This design comes from an exercise in tuning for a short achievable clock period and few clock cycles on the open sky130 flow, not from production work.
The RTL was checked by simulation tests, not by an equivalence proof against the original design.
Power figures rest on the tool's default switching activity, not on a simulated workload.

## main
// mipsPipeline
module mipsPipeline (
    input  logic        clk,
    input  logic        rst_n,
    output logic [29:0] icacheAddr,
    input  logic [31:0] icacheRdata,
    input  logic        icacheStall,
    output logic        dcacheRen,
    output logic        dcacheWen,
    output logic [29:0] dcacheAddr,
    output logic [31:0] dcacheWdata,
    input  logic [31:0] dcacheRdata,
    input  logic        dcacheStall
);
Size in the first run: roughly 1500 flip-flops, ~77000 um^2 of cells after synthesis.
clock: 8.0 ns
lec_check: 0
cap_margin: 20
core_margin: 10
core_utilization: 30
place_density: 0.4
setup_slack_margin: 5
slew_margin: 20
synth_hierarchical: 1
synth_minimum_keep_size: 0
standard.sh (not shown) runs the stock make flow with config.mk's settings and CLKGATE_MAP_FILE= SYNTH_SCRIPT=/design/flow/synth_recipe.tcl, a recipe that flattens the netlist after the stock synthesis.
==> flow/flow/run.sh <==
#!/bin/bash
cp standard.sh standard_sh.txt
cp config.mk config_orig.txt
echo 'export ADDER_MAP_FILE =' >> config.mk
bash standard.sh > standard.log 2>&1
Testbench counts of main, summed over its fixed seeds: cycles 155,364.
## Diff of input files: the feature branch against main
-- flow/design.v --
<<< main, line 113
    input  logic        taken,      
    input  logic        stall,
    output logic [29:0] pc1,
    output logic [29:0] next,
    output logic        redir
);
    localparam logic [5:0] OpJ = 6'h02, OpBeq = 6'h04;
>>> the feature branch, line 113
    input  logic        taken,      
    input  logic        stall,
    input  logic        predT,      
    output logic [29:0] pc1,
    output logic [29:0] next,
    output logic        redir,      
    output logic        predTk      
);
    localparam logic [5:0] OpJ = 6'h02, OpBeq = 6'h04;
<<< main, line 132
    assign bt    = {ins[15] ? (lo[5] ? pc[29:5] : hiDn) : (lo[5] ? hiUp : pc[29:5]), lo[4:0]};
    assign early = taken ? takenTgt : (stall ? pc : pc1);
    assign redir = isJ || (isBs && short);
    assign next  = (redir && !taken) ? (isJ ? jt : bt) : early;
endmodule
`timescale 1ns/1ns
>>> the feature branch, line 134
    assign bt    = {ins[15] ? (lo[5] ? pc[29:5] : hiDn) : (lo[5] ? hiUp : pc[29:5]), lo[4:0]};
    assign early = taken ? takenTgt : (stall ? pc : pc1);
    assign redir  = isJ || (isBs && short);
    assign predTk = (ins[31:26] == OpBeq) && !isBs && short && predT && !stall;
    assign next   = ((redir || predTk) && !taken) ? (isJ ? jt : bt) : early;
endmodule
`timescale 1ns/1ns
<<< main, line 218
    logic [31:0] dIns;
    logic [29:0] dPc1;
    logic [31:1] dRsSel, dRtSel;
    logic        eRegWrite, eRead, eWrite, eBeq;    
>>> the feature branch, line 221
    logic [31:0] dIns;
    logic [29:0] dPc1;
    logic        dPred;          
    logic [31:1] dRsSel, dRtSel;
    logic        eRegWrite, eRead, eWrite, eBeq;    
<<< main, line 225
    logic [31:0] eA, eB, eS;
    logic [29:0] eBt;
    logic        mRegWrite, mRead;
    logic [4:0]  mWsel;
>>> the feature branch, line 229
    logic [31:0] eA, eB, eS;
    logic [29:0] eBt;
    logic        ePred;
    logic [29:0] eFall;          
    logic [5:0]  eIdx;           
    logic        mRegWrite, mRead;
    logic [4:0]  mWsel;
<<< main, line 242
    logic [29:0] dBt;
    logic [29:0] pc1, pcNext;
    logic        fRedir;
    logic [31:0] fRsSel, fRtSel;
    assign icacheAddr = pc;
>>> the feature branch, line 249
    logic [29:0] dBt;
    logic [29:0] pc1, pcNext;
    logic        fRedir, fPredTk;
    logic [1:0]  bpCtr [64];
    logic        fPred;
    always_ff @(posedge clk or negedge rst_n) begin
        if (!rst_n) begin
            fPred <= 1'b0;
        end else if (!freeze) begin
            if (takenE || fRedir || fPredTk) fPred <= 1'b0;
            else if (!stallD)                fPred <= bpCtr[pc1[5:0]][1];
        end
    end
    logic [31:0] fRsSel, fRtSel;
    assign icacheAddr = pc;
<<< main, line 248
        .ins      (icacheRdata),
        .pc       (pc),
        .takenTgt (eBt),
        .taken    (takenE),
        .stall    (stallD),
        .pc1      (pc1),
>>> the feature branch, line 265
        .ins      (icacheRdata),
        .pc       (pc),
        .takenTgt (ePred ? eFall : eBt),
        .taken    (takenE),
        .predT    (fPred),
        .predTk   (fPredTk),
        .stall    (stallD),
        .pc1      (pc1),
<<< main, line 280
            dIns   <= icacheRdata;
            dPc1   <= pc1;
            dRsSel <= fRsSel[31:1];
            dRtSel <= fRtSel[31:1];
>>> the feature branch, line 299
            dIns   <= icacheRdata;
            dPc1   <= pc1;
            dPred  <= fPredTk;
            dRsSel <= fRsSel[31:1];
            dRtSel <= fRtSel[31:1];
<<< main, line 395
            eS    <= nextS;
            eBt   <= dBt;
        end
    end
>>> the feature branch, line 415
            eS    <= nextS;
            eBt   <= dBt;
            ePred <= dPred;
            eFall <= dPc1;
            eIdx  <= dPc1[5:0] - 6'd1;
        end
    end
<<< main, line 421
        .eq       (eqE)
    );
    assign takenE = eBeq && eqE;
    always_comb begin
        wsel1h = '0;
>>> the feature branch, line 444
        .eq       (eqE)
    );
    assign takenE = eBeq && (eqE != ePred);
    always_ff @(posedge clk or negedge rst_n) begin
        if (!rst_n) begin
            for (int i = 0; i < 64; i++) bpCtr[i] <= 2'b01;
        end else if (!freeze && eBeq) begin
            if (eqE) bpCtr[eIdx] <= (bpCtr[eIdx] == 2'b11) ? 2'b11 : bpCtr[eIdx] + 2'b01;
            else     bpCtr[eIdx] <= (bpCtr[eIdx] == 2'b00) ? 2'b00 : bpCtr[eIdx] - 2'b01;
        end
    end
    always_comb begin
        wsel1h = '0;
==> comparison <==
The feature branch finished every step from synthesis to the final layout, and the layout passed the timing, DRC and antenna checks.
main → the feature branch: critical path buffer and inverter count fell 1, number of sequential storage elements +167, cell count increased 12%, power per cell area picked up an extra 18 nW/um^2, fraction of the mapped netlist area in compound gates closely matched the old numbers.
Note that the cell area recorded for the feature branch amounts to 1.12 times the value seen in main.
When the feature branch is measured against main, its largest voltage drop on the vdd net turns out 0.000013 V higher.
Compared with main, in the feature branch clock network fraction of total power went down by 3.1 points; core utilization grew by 0.35 points; number of global-route vias before repair higher; total wirelength of the detailed-routed design +32 mm.
Testbench counts of the feature branch, summed over its fixed seeds: cycles 154,328.

========
## nickel
mipsPipeline, a different RTL version from the one above (not shown whole).
For scale: about 6400 cells after synthesis.
clock: 8.0 ns
lec_check: 0
cap_margin: 20
core_margin: 10
core_utilization: 30
place_density: 0.4
setup_slack_margin: 5
slew_margin: 20
synth_hierarchical: 1
synth_minimum_keep_size: 0
Scripts as last shown in full above: flow/flow/run.sh
Testbench counts of nickel, summed over its fixed seeds: cycles 155,364.
The inputs of zinc differ from those of nickel as listed below.
--- a/flow/design.v
+++ b/flow/design.v
@@ -103,12 +103,47 @@
             readA = readA | ({32{readSelA[i]}} & regs[i]);
             readB = readB | ({32{readSelB[i]}} & regs[i]);
         end
     end
 endmodule
 `timescale 1ns/1ns
+module addKS #(
+    parameter int W = 32,
+    parameter int L = 5             
+) (
+    input  logic [W-1:0] a,
+    input  logic [W-1:0] b,
+    input  logic         cin,
+    output logic [W-1:0] s,
+    output logic         cout
+);
+    logic [W-1:0] p;
+    logic [W-1:0] g [L+1];
+    logic [W-1:0] t [L+1];
+    always_comb begin
+        p    = a ^ b;
+        g[0] = a & b;
+        t[0] = p;
+        for (int l = 0; l < L; l++) begin
+            for (int i = 0; i < W; i++) begin
+                if (i >= (1 << l)) begin
+                    g[l+1][i] = g[l][i] | (t[l][i] & g[l][i - (1 << l)]);
+                    t[l+1][i] = t[l][i] & t[l][i - (1 << l)];
+                end else begin
+                    g[l+1][i] = g[l][i];
+                    t[l+1][i] = t[l][i];
+                end
+            end
+        end
+        s[0] = p[0] ^ cin;
+        for (int i = 1; i < W; i++) begin
+            s[i] = p[i] ^ (g[L][i-1] | (t[L][i-1] & cin));
+        end
+        cout = g[L][W-1] | (t[L][W-1] & cin);
+    end
+endmodule
 module aluFwd (
     input  logic [31:0] a,
     input  logic [31:0] b,           
     input  logic        bInv,        
     input  logic        opArith,     
     input  logic        opAnd,
@@ -224,36 +259,35 @@
     assign fHi    = pc1[29:5];
     assign fHiUp  = fHi + 25'd1;
     assign fHiDn  = fHi - 25'd1;
     assign fBt[4:0]  = fBtLo[4:0];
     assign fBt[29:5] = icacheRdata[15] ? (fBtLo[5] ? fHi : fHiDn)
                                        : (fBtLo[5] ? fHiUp : fHi);
-    logic        fRedir;
-    logic [29:0] fTgt, pcEarly;
-    assign fRedir  = fJ || (fBs && fShort);
-    assign fTgt    = fJ ? fJt : fBt;
-    assign pcEarly = takenE ? eBt : (takenD ? dBt : (stallD ? pc : pc1));
     always_comb begin
         fRsSel = '0;
         fRtSel = '0;
         fRsSel[icacheRdata[25:21]] = 1'b1;
         fRtSel[icacheRdata[20:16]] = 1'b1;
     end
     always_ff @(posedge clk or negedge rst_n) begin
         if (!rst_n) begin
             pc <= '0;
         end else if (!freeze) begin
-            pc <= (fRedir && !takenE && !takenD) ? fTgt : pcEarly;
+            if (takenE)             pc <= eBt;
+            else if (takenD)        pc <= dBt;
+            else if (fJ)            pc <= fJt;
+            else if (fBs && fShort) pc <= fBt;
+            else if (!stallD)       pc <= pc1;
         end
     end
     always_ff @(posedge clk or negedge rst_n) begin
         if (!rst_n) begin
             dValid <= 1'b0;
         end else if (!freeze) begin
             if (takenE || takenD) dValid <= 1'b0;
-            else if (!stallD)     dValid <= !fRedir;
+            else if (!stallD)     dValid <= !(fJ || (fBs && fShort));
         end
     end
     always_ff @(posedge clk) begin
         if (!freeze && !stallD) begin
             dIns   <= icacheRdata;
             dPc1   <= pc1;
Of nickel and zinc, the run reporting the lower total routing usage reported by global routing was nickel.
Mean instance size in the synthesized netlist went down slightly going from nickel to zinc.
In zinc, the first-pass detailed-route iteration total came out 1 below the value in nickel.
Between nickel and zinc, the share of the synthesized netlist area taken by xor and xnor gates is lower for zinc.
Final cell area: zinc above nickel
Diff nickel -> zinc | total power after layout | down by a few percent
Worst setup path startpoint: dcacheRdata[29] -> nickel, icacheRdata[5] -> zinc
zinc vs nickel — layout-stage area growth over the synthesis result dropped 0.26 points.
zinc ends up with a time the final worst path needs with I/O delays and setup that is 0.18 ns higher than in nickel.
nickel -> zinc: footprint of the flip-flops and latches flat
Clock-buffer cell count down 6.4% in zinc wrt nickel
zinc vs nickel: number of distinct standard cells referenced by the synthesized netlist down by a few percent
Diff nickel..zinc | total of cells resized after clock tree synthesis | negligible
Testbench counts of zinc, summed over its fixed seeds: cycles 155,364.

==> port drivers added, routing unchanged <==
Ports are ideal in the flow. The routed layouts listed here were re-timed in OpenROAD. Step 1 (the two cells are an assumption about what drives the block):
set clk [get_ports {clk}]
set_driving_cell -lib_cell sky130_fd_sc_hd__clkbuf_16 $clk
set_driving_cell -lib_cell sky130_fd_sc_hd__buf_2 [delete_from_list [all_inputs] $clk]
Step 2, shift: input delay + t, output delay - t, t = (earliest + latest rising clock arrival at the registers) / 2. This alone moves slack from input paths to output paths. a / b / c = no drivers / after step 1 / after step 2; a / b = the first two.
run | shift t [ns] | setup WS [ns] | worst hold slack (ns) | worst register clock-pin slew, ns | pins driven straight from the clock port
main | 0.894 | 4.610 / 4.610 / 4.105 | 0.467 / 0.467 / 0.467 | 0.07 / 0.07 | 1
the feature branch | 0.963 | 4.469 / 4.469 / 3.727 | 0.405 / 0.405 / 0.405 | 0.07 / 0.07 | 1
nickel | 0.928 | 4.557 / 4.574 / 3.675 | 0.487 / 0.487 / 0.487 | 0.06 / 0.06 | 1
zinc | 0.905 | 4.376 / 4.418 / 3.514 | 0.493 / 0.493 / 0.493 | 0.07 / 0.07 | 1
After both steps setup and hold are still met in every run listed. The setup slack of nickel, which loses most, moves by +0.017 ns with the drivers and by -0.882 ns with both steps.
